Source: an optimization exercise on an open RTL-to-GDS flow (aim: small area and few clock cycles per item). Production flows keep margins and buffers that such runs may drop.
The RTL was checked by simulation tests, not by an equivalence proof against the original design.
Power is estimated from default activity; no workload was simulated.

==> 04-27: inputs <==
## apb_completer_mem
module apb_completer_mem #(
  parameter int unsigned ADDR_W      = 9,
  parameter int unsigned DEPTH       = 256,
  parameter int unsigned WAIT_STATES = 0
) (
  input  logic              PCLK,
  input  logic              PRESETn,
  input  logic              PSEL,
  input  logic              PENABLE,
  input  logic              PWRITE,
  input  logic [ADDR_W-1:0] PADDR,
  input  logic [apb_pkg::DATA_W-1:0] PWDATA,
  output logic [apb_pkg::DATA_W-1:0] PRDATA,
  output logic              PREADY,
  output logic              PSLVERR
);
  localparam int unsigned DW    = apb_pkg::DATA_W;
  localparam int unsigned NRING = 32;
  localparam int unsigned NPEND = 4;
  logic          oor_c;
  assign oor_c = PADDR[8];
  logic [DW-1:0]    ring_q [NRING][8];    
  logic [2:0]       phase_q;              
  logic [7:0]       phoh_q;               
  logic [7:0]       clr_q;                
  logic [NPEND-1:0] pv_q;                 
  logic [7:0]       pa_q [NPEND];         
  logic [DW-1:0]    pd_q [NPEND];         
  logic [2:0] wslot_c;
  assign wslot_c = 3'd7 - phase_q;
  logic          wr_c;
  logic [NPEND-1:0] match_c, elig_c, csel_c, alloc_c, merge_c, free_c;
  logic          any_match_c, any_elig_c, any_free_c, dslot_c, direct_c, stall_c;
  assign wr_c = PSEL && PENABLE && PWRITE && !oor_c;
  always_comb begin
    for (int unsigned i = 0; i < NPEND; i++) begin
      match_c[i] = pv_q[i] && (pa_q[i] == PADDR[7:0]);
      elig_c[i]  = pv_q[i] && (pa_q[i][2:0] == wslot_c);
      free_c[i]  = !pv_q[i];
    end
    any_match_c = |match_c;
    any_elig_c  = |elig_c;
    any_free_c  = |free_c;
  ...
make LEC_CHECK=0 CAP_MARGIN=20 CORE_MARGIN=2 CORE_UTILIZATION=70 CTS_CLUSTER_DIAMETER=80 CTS_CLUSTER_SIZE=30 SLEW_MARGIN=20 SYNTH_HIERARCHICAL=1 SYNTH_MINIMUM_KEEP_SIZE=0 finish   # period 5.0 ns
run.sh (not shown) runs the stock make flow with config.mk's settings and CLKGATE_MAP_FILE= SYNTH_SCRIPT=/design/flow/synth_recipe.tcl, a recipe that flattens the netlist after the stock synthesis.
==> 06-04 (differences from 04-27) <==
--- a/flow/design.v
+++ b/flow/design.v
@@ -158,23 +158,21 @@
     end
     for (int unsigned p = 0; p < 8; p++) begin
       pos_c[p] = 1'b0;
       for (int unsigned s = 0; s < 8; s++) begin
         pos_c[p] = pos_c[p] | (sdec_c[s] & phoh_q[(p + 8 - s) % 8]);
       end
     end
     for (int unsigned j = 0; j < 16; j++) begin
-      row_c[j] = pos_c[j / 2] & (PADDR[3] == (j % 2 == 1));
-      col_c[j] = (PADDR[7:4] == 4'(j));
-    end
-    for (int unsigned j = 0; j < 16; j++) begin
-      for (int unsigned k = 0; k < 16; k++) begin
-        mem_c[16 * j + k] = ring_q[2 * k + j % 2][j / 2];
-      end
+      row_c[j] = (PADDR[7:4] == 4'(j));
+      col_c[j] = pos_c[j % 8] & (PADDR[3] == (j >= 8));
+    end
+    for (int unsigned i = 0; i < 256; i++) begin
+      mem_c[i] = ring_q[i / 8][i % 8];
     end
   end
   logic [DW-1:0] rsel_n [16];
   logic [DW-1:0] rq_c [4];
   logic [DW-1:0] rd_c;
   for (genvar j = 0; j < 16; j++) begin : g_row
     for (genvar b = 0; b < DW; b++) begin : g_bit
       logic [5:0] t_n;
- CORE_UTILIZATION: 70 -> 75
==> qor summary <==
metric	04-27	06-04
Run status	finished clean	finished clean
Wire length reported by the detailed router	176 mm	164 mm
Pin count of the biggest net entering global routing	90	66
Length of routed met3 wiring	22.4 mm	20.5 mm
Cell area after technology mapping	0.0582 mm2	0.0582 mm2
Antenna cell count	1	0
Beginning of the worst hold path	ring_q[204][4]$_DFF_P_	ring_q[139][5]$_DFF_P_
Xor-xnor portion of the synthesized cell area	0.00777	0.00750
Number of iterations in the first detailed-routing pass	17	14
Transition time at the pin with the least slew margin	1.34 ns	1.14 ns
Largest fanout on the critical path	89	24
Timing endpoint of the critical path	PRDATA[3]$_DFF_P_	PREADY
Worst hold endpoint	ring_q[205][4]$_DFF_P_	ring_q[140][5]$_DFF_P_
Syn Nets	4,100	4,107
Cell Int Power	20.4 mW	20.5 mW
Worst IR drop on VDD	0.338 mV	0.336 mV
Fraction of standard cell area that is sequential	0.684	0.678
Per-cell routed wire length	32.4 um	30.3 um
Post-route minimum period	4.71 ns	4.66 ns
HPWL reported at the end of detailed placement	122 mm	103 mm
Final period utilization	0.942	0.931
Share of synthesized cell area in and, or, nand and nor gates	0.0554	0.0575
Setup slack at placement	-0.0894 ns	-0.153 ns
Multiplexer share of the synthesized area	0.00493	0.00449
Core Util, Final	0.774	0.832
Layout non-clock buf frac	0.0290	0.0383
Testbench counts of 04-27, summed over its fixed seeds: cycles 24,799, items 12,288.
Testbench counts of 06-04, summed over its fixed seeds: cycles 24,799, items 12,288.

========
==> job 4918 <==
apb_completer_mem, a different RTL version from the one above (not shown whole).
==> module apb_completer_mem, before the edit <==
module apb_completer_mem #(
  parameter int unsigned ADDR_W      = 9,
  parameter int unsigned DEPTH       = 256,
  parameter int unsigned WAIT_STATES = 0
) (
  input  logic              PCLK,
  input  logic              PRESETn,
  input  logic              PSEL,
  input  logic              PENABLE,
  input  logic              PWRITE,
  input  logic [ADDR_W-1:0] PADDR,
  input  logic [apb_pkg::DATA_W-1:0] PWDATA,
  output logic [apb_pkg::DATA_W-1:0] PRDATA,
  output logic              PREADY,
  output logic              PSLVERR
);
  localparam int unsigned DW = apb_pkg::DATA_W;
  logic [DW-1:0] mem [256];
  logic          oor_c;
  logic          wr_c;
  logic [DW-1:0] wd_c;
  assign oor_c = PADDR[8];
  assign wr_c = PSEL && PENABLE && PWRITE && !oor_c;
  assign wd_c = PRESETn ? PWDATA : '0;
  logic [15:0] row_c, col_c, wrow_n, wcol_n;
  logic [255:0] we_c;
  always_comb begin
    for (int unsigned j = 0; j < 16; j++) begin
      row_c[j]  = (PADDR[7:4] == 4'(j));
      col_c[j]  = (PADDR[3:0] == 4'(j));
      wrow_n[j] = PRESETn && !(wr_c && row_c[j]);
      wcol_n[j] = PRESETn && !col_c[j];
    end
  end
  for (genvar i = 0; i < 256; i++) begin : g_we
    apb_nor2 u_we (.a(wrow_n[i / 16]), .b(wcol_n[i % 16]), .y(we_c[i]));
  end
  always_ff @(posedge PCLK) begin
    for (int unsigned i = 0; i < 256; i++) begin
      if (we_c[i]) begin
        mem[i] <= wd_c;
      end
    end
  end
  logic [DW-1:0] rh0_c [16];
  logic [DW-1:0] rh1_c [16];
  logic [DW-1:0] rsel_n [16];
  logic [DW-1:0] rq_c [4];
  logic [DW-1:0] rd_n;
  logic [DW-1:0] rd_c;
  for (genvar j = 0; j < 16; j++) begin : g_row
    for (genvar b = 0; b < DW; b++) begin : g_bit
      logic [5:0] t_n;
      for (genvar t = 0; t < 5; t++) begin : g_t
        apb_aoi222 u_t (.a0(mem[16*j+3*t][b]),   .a1(col_c[3*t]),
                        .b0(mem[16*j+3*t+1][b]), .b1(col_c[3*t+1]),
                        .c0(mem[16*j+3*t+2][b]), .c1(col_c[3*t+2]), .y(t_n[t]));
      end
      apb_nand2  u_t5 (.a(mem[16*j+15][b]), .b(col_c[15]), .y(t_n[5]));
      apb_nand3  u_h0 (.a(t_n[0]), .b(t_n[1]), .c(t_n[2]), .y(rh0_c[j][b]));
      apb_nand3  u_h1 (.a(t_n[3]), .b(t_n[4]), .c(t_n[5]), .y(rh1_c[j][b]));
      apb_oai21  u_s  (.a0(rh0_c[j][b]), .a1(rh1_c[j][b]), .b(row_c[j]), .y(rsel_n[j][b]));
    end
  end
  for (genvar b = 0; b < DW; b++) begin : g_out
    for (genvar q = 0; q < 4; q++) begin : g_q
      apb_nand4 u_q (.a(rsel_n[4*q][b]), .b(rsel_n[4*q+1][b]), .c(rsel_n[4*q+2][b]),
                     .d(rsel_n[4*q+3][b]), .y(rq_c[q][b]));
    end
    apb_nor4 u_o (.a(rq_c[0][b]), .b(rq_c[1][b]), .c(rq_c[2][b]), .d(rq_c[3][b]), .y(rd_n[b]));
    apb_nor2 u_z (.a(rd_n[b]), .b(oor_c), .y(rd_c[b]));
  end
  always_ff @(posedge PCLK) begin
    PRDATA <= rd_c;
  end
  assign PREADY  = PSEL && PENABLE;
  assign PSLVERR = oor_c;
endmodule
==> module apb_aoi222, before the edit <==
module apb_aoi222 (
  input  logic a0, a1, b0, b1, c0, c1,
  output logic y
);
  assign y = !((a0 && a1) || (b0 && b1) || (c0 && c1));
endmodule
==> module apb_nand2, before the edit <==
module apb_nand2 (
  input  logic a, b,
  output logic y
);
  assign y = !(a && b);
endmodule
==> module apb_oai21, before the edit <==
module apb_oai21 (
  input  logic a0, a1, b,
  output logic y
);
  assign y = !((a0 || a1) && b);
endmodule
==> module apb_nand3, before the edit <==
module apb_nand3 (
  input  logic a, b, c,
  output logic y
);
  assign y = !(a && b && c);
endmodule
==> module apb_nand4, before the edit <==
module apb_nand4 (
  input  logic a, b, c, d,
  output logic y
);
  assign y = !(a && b && c && d);
endmodule
==> module apb_nor4, before the edit <==
module apb_nor4 (
  input  logic a, b, c, d,
  output logic y
);
  assign y = !(a || b || c || d);
endmodule
==> module apb_nor2, before the edit <==
module apb_nor2 (
  input  logic a, b,
  output logic y
);
  assign y = !(a || b);
endmodule
Settings: LEC_CHECK=0, CAP_MARGIN=20, CORE_MARGIN=2, CORE_UTILIZATION=75, CTS_CLUSTER_DIAMETER=80, CTS_CLUSTER_SIZE=30, SLEW_MARGIN=20, SYNTH_HIERARCHICAL=1, SYNTH_MINIMUM_KEEP_SIZE=0; clock period 5.0 ns.
==> job 386 (differences from job 4918) <==
==> flow/design.v (replaced) <==
package apb_pkg;
  localparam int unsigned DATA_W   = 8;
  localparam int unsigned MAX_WAIT = 15;
  localparam int unsigned CTR_W    = $clog2(MAX_WAIT + 1);
  typedef enum logic [1:0] {
    ST_IDLE   = 2'd0,
    ST_SETUP  = 2'd1,
    ST_ACCESS = 2'd2
  } apb_state_e;
endpackage
module apb_wait_ctr (
  input  logic             clk,
  input  logic             rst_n,
  input  logic             load,
  input  logic [apb_pkg::CTR_W-1:0] load_val,
  input  logic             dec,
  output logic             zero_c,
  output logic             last_c
);
  logic [apb_pkg::CTR_W-1:0] count;
  always_ff @(posedge clk) begin
    if (!rst_n) begin
      count <= '0;
    end else if (load) begin
      count <= load_val;
    end else if (dec && (count != '0)) begin
      count <= count - apb_pkg::CTR_W'(1);
    end
  end
  assign zero_c = (count == '0);
  assign last_c = (count == apb_pkg::CTR_W'(1));
endmodule
module apb_completer_mem #(
  parameter int unsigned ADDR_W      = 9,
  parameter int unsigned DEPTH       = 256,
  parameter int unsigned WAIT_STATES = 0
) (
  input  logic              PCLK,
  input  logic              PRESETn,
  input  logic              PSEL,
  input  logic              PENABLE,
  input  logic              PWRITE,
  input  logic [ADDR_W-1:0] PADDR,
  input  logic [apb_pkg::DATA_W-1:0] PWDATA,
  output logic [apb_pkg::DATA_W-1:0] PRDATA,
  output logic              PREADY,
  output logic              PSLVERR
);
  localparam int unsigned IDX_W = $clog2(DEPTH);
  logic [apb_pkg::DATA_W-1:0] mem [DEPTH];
  logic                       oor_c;
  logic                       wr_c;
  logic [apb_pkg::DATA_W-1:0] wd_c;
  assign oor_c = ({1'b0, PADDR} >= (ADDR_W + 1)'(DEPTH));
  assign wr_c = PSEL && PENABLE && PWRITE && !oor_c;
  assign wd_c = PRESETn ? PWDATA : '0;
  always_ff @(posedge PCLK) begin
    for (int unsigned i = 0; i < DEPTH; i++) begin
      if (!PRESETn || (wr_c && (PADDR[IDX_W-1:0] == IDX_W'(i)))) begin
        mem[i] <= wd_c;
      end
    end
  end
  always_ff @(posedge PCLK) begin
    PRDATA <= oor_c ? '0 : mem[PADDR[IDX_W-1:0]];
  end
  assign PREADY  = PSEL && PENABLE;
  assign PSLVERR = oor_c;
endmodule
--- a/flow/config.mk
+++ b/flow/config.mk
@@ -9,7 +9,3 @@
 export CORE_MARGIN = 2
-export CORE_UTILIZATION = 75
-export CTS_CLUSTER_DIAMETER = 80
-export CTS_CLUSTER_SIZE = 30
+export CORE_UTILIZATION = 40
 export SLEW_MARGIN = 20
-export SYNTH_HIERARCHICAL = 1
-export SYNTH_MINIMUM_KEEP_SIZE = 0
==> comparison table <==
                                                                       job 386                 job 4918
Run status                                             complete, no violations  complete, no violations
DRT met1 WL                                                          150000 um                 62700 um
Multi-In Gates                                                            2189                     1543
Minimum clock period after layout                                      4.73 ns                  4.47 ns
Detailed Route WL                                                    438000 um                191000 um
Startpoint of the worst hold path                                    mem[0][3]              mem[159][6]
Antenna Cells                                                               30                        2
Net count reported at finish                                              5412                     3991
Via count of the first global-routing pass                               52782                    39852
Warning count from the yosys run                                             2                       13
Max-Slew Margin vs Limit                                                 9.44%                    17.8%
Internal power                                                         30.3 mW                  23.9 mW
Transition time at the pin with the least slew margin                  1.35 ns                  1.23 ns
Fraction of area in multi-input gates                                    15.8%                    13.9%
Hold slack                                                            0.610 ns                 0.769 ns
Layout clock buffers                                                       256                      101
Syn Inst Count                                                            4624                     3617
Testbench counts of job 4918, summed over its fixed seeds: cycles 24,576, items 12,288.
Testbench counts of job 386, summed over its fixed seeds: cycles 24,576, items 12,288.

==> afterwards: timing with drivers on the ports <==
No port has a modelled driver above. Below, the same layouts with a new extraction and two added sets of constraints.
Step 1 sets driving cells, clkbuf_16 on the clock port and buf_2 on the other inputs (assumed; they add their load-dependent delay and slew).
Step 2 also shifts input and output timing later by t, the mid clock arrival at the registers, as if the neighbouring blocks saw the same clock.
Slacks: ideal ports / drivers / drivers and shift; pairs: ideal ports / drivers.
run | shift t [ns] | setup slack, ns | latest minus earliest clock arrival (ns)
04-27 | 0.741 | 0.292 / 0.333 / -0.407 | 0.036 / 0.036
06-04 | 0.754 | 0.345 / 0.294 / -0.235 | 0.027 / 0.027
job 4918 | 0.770 | 0.531 / 0.584 / -0.186 | 0.032 / 0.032
job 386 | 0.989 | 0.269 / 0.333 / -0.656 | 0.077 / 0.078
With both steps, setup timing fails in every run listed, where it was met with ideal ports. The setup slack of job 386, which loses most, moves by +0.064 ns with the drivers and by -0.925 ns with both steps.
